Source: an optimization exercise on an open RTL-to-GDS flow (aim: small area, a short achievable clock period and few clock cycles per item). Production flows keep margins and buffers that such runs may drop.
The RTL was checked by simulation tests, not by an equivalence proof against the original design.
Power figures rest on the tool's default switching activity, not on a simulated workload.

Setup of run B:
Design muldiv_iter, start of the top module:
module muldiv_iter
#(
    parameter int XLEN     = 64,
    parameter bit WORD_OPS = 1
) (
    input  logic            clk,
    input  logic            rst,
    input  logic            flush,
    input  logic            in_valid,
    output logic            in_ready,
    input  logic [3:0]      op,
    input  logic [XLEN-1:0] rs1,
    input  logic [XLEN-1:0] rs2,
    output logic            out_valid,
    input  logic            out_ready,
    output logic [XLEN-1:0] result,
    output logic            busy
);
Size in the first run: about 2,700 cells after synthesis, ~300 flip-flops, ~200 I/O pins, roughly 25,000 sq um of cells after synthesis.
clock: 10.0 ns
lec_check: 0
cap_margin: 20
core_margin: 2
core_utilization: 45
setup_slack_margin: 5
slew_margin: 20
tns_end_percent: 0
run.sh (not shown) runs the stock make flow with config.mk's settings and CLKGATE_MAP_FILE= SYNTH_SCRIPT=/design/flow/synth_recipe.tcl, a recipe that flattens the netlist after the stock synthesis.
Testbench counts of run B, summed over its fixed seeds: cycles 31,238, items 2,400.
Input-level comparison between run E and run B:
-- flow/design.v --
<<< run B, line 158
    logic [W-1:0] sum;
    logic         neg;     
    logic         dz;      
    logic         last;
    logic         dn_n;
>>> run E, line 158
    logic [W-1:0] sum;
    logic         neg;     
    logic         m_zero;
    logic         last;
    logic         dn_n;
<<< run B, line 187
    assign cs_c = {(x[W-2:0] & q[W-2:0]) | (x[W-2:0] & r[W-2:0]) | (q[W-2:0] & r[W-2:0]),
                   r_inv | c_inc};
    muldiv_add #(.W(W), .KS(0)) u_add (.a(cs_s), .b(cs_c), .cin(qc), .s(sum));
    assign neg    = sum[W-1];
    assign dz     = st[I_ALIGN] && cnt[6];
    assign last   = (cnt == 7'd1);
    always_comb begin
>>> run E, line 187
    assign cs_c = {(x[W-2:0] & q[W-2:0]) | (x[W-2:0] & r[W-2:0]) | (q[W-2:0] & r[W-2:0]),
                   r_inv | c_inc};
    muldiv_add #(.W(W), .KS(1)) u_add (.a(cs_s), .b(cs_c), .cin(qc), .s(sum));
    assign neg    = sum[W-1];
    assign m_zero = (m == '0);
    assign last   = (cnt == 7'd1);
    always_comb begin
<<< run B, line 203
            else            nl_p[I_CAP] = 1'b1;
        end
        if (st[I_DCHK]) nl_p[I_ALIGN] = 1'b1;
        if (st[I_ALIGN]) begin
            if (!dz)                 nl_p[I_ALIGN] = 1'b1;
            else if (c_rem && c_neg) nl_p[I_NEGX]  = 1'b1;
            else                     nl_p[I_CAP]   = 1'b1;
        end
        if (st[I_DIV]) begin
            if (cnt != 7'd0)      nl_p[I_DIV]  = 1'b1;
>>> run E, line 203
            else            nl_p[I_CAP] = 1'b1;
        end
        if (st[I_DCHK]) begin
            if (!m_zero)             nl_p[I_ALIGN] = 1'b1;
            else if (c_rem && c_neg) nl_p[I_NEGX]  = 1'b1;
            else                     nl_p[I_CAP]   = 1'b1;
        end
        if (st[I_ALIGN]) nl_p[I_ALIGN] = 1'b1;
        if (st[I_DIV]) begin
            if (cnt != 7'd0)      nl_p[I_DIV]  = 1'b1;
<<< run B, line 229
        end
        nl_m = nl_p;
        if (st[I_DCHK])        begin nl_m[I_ALIGN] = 1'b0; nl_m[I_DIV] = 1'b1; end
        if (st[I_ALIGN] && !dz) begin nl_m[I_ALIGN] = 1'b0; nl_m[I_DIV] = 1'b1; end
        if (st[I_DIV] && cnt == 7'd0 && c_rem) begin nl_m[I_CAP] = 1'b0; nl_m[I_NEGX] = 1'b0; nl_m[I_FIX] = 1'b1; end
        st_p = in_ready ? ld_st : nl_p;
>>> run E, line 229
        end
        nl_m = nl_p;
        if (st[I_DCHK] && !m_zero) begin nl_m[I_ALIGN] = 1'b0; nl_m[I_DIV] = 1'b1; end
        if (st[I_ALIGN])           begin nl_m[I_ALIGN] = 1'b0; nl_m[I_DIV] = 1'b1; end
        if (st[I_DIV] && cnt == 7'd0 && c_rem) begin nl_m[I_CAP] = 1'b0; nl_m[I_NEGX] = 1'b0; nl_m[I_FIX] = 1'b1; end
        st_p = in_ready ? ld_st : nl_p;
<<< run B, line 307
            if (st[I_FIX] || st[I_NEGI]) x <= sum;
            if (st[I_NEGX]) x <= ~x;
            if (dz) c_dz <= 1'b1;
            if (st[I_ALIGN]) cnt <= cnt + 7'd4;
            if (st[I_DIV]) c_inc <= 1'b0;
>>> run E, line 307
            if (st[I_FIX] || st[I_NEGI]) x <= sum;
            if (st[I_NEGX]) x <= ~x;
            if (st[I_DCHK] && m_zero) c_dz <= 1'b1;
            if (st[I_ALIGN]) cnt <= cnt + 7'd4;
            if (st[I_DIV]) c_inc <= 1'b0;
## What came out
Critical path buffer and inverter count (run E over run B): decrease, 3
Diff run B -> run E: met1 capacity usage during global routing decreased 7.1 points, filler-free cell count of the finished design has increased.
Going from run B to run E, share of total power in combinational logic climbed 5.9 points; wire length climbed about 17%; clock buffer count climbed about 30%; post-route met1 wirelength dropped about 2%; setup slack dropped 0.12 ns.
Testbench counts of run E, summed over its fixed seeds: cycles 31,068, items 2,400.

static timing again, ports no longer ideal:
The flow's constraints put no driver on any port. The routed layouts listed below were extracted and timed again, unchanged, in two steps.
Step 1 assumes that a clkbuf_16 drives the clock port and a buf_2 every other input.
Step 2 adds t to the input delays and takes it off the output delays; t is the mean of the earliest and latest rising clock arrival at the registers after step 1. Input paths then give back, and output paths get back, about the clock's delay inside the block.
Slacks: no drivers / after step 1 / after step 2; pairs: no drivers / after step 1.
| run | shift t [ns] | setup WS [ns] | hold WS [ns] | worst register clock-pin slew, ns | worst slew at a driven data input, ns |
|---|---|---|---|---|---|
| run B | 0.630 | 5.096 / 5.096 / 4.615 | 0.516 / 0.516 / 0.516 | 0.06 / 0.06 | 0.05 |
| run E | 0.618 | 4.973 / 4.973 / 4.499 | 0.512 / 0.512 / 0.512 | 0.06 / 0.06 | 0.09 |
After both steps setup and hold are still met in every run listed. The setup slack of run B, which loses most, moves by 0.000 ns with the drivers and by -0.481 ns with both steps.
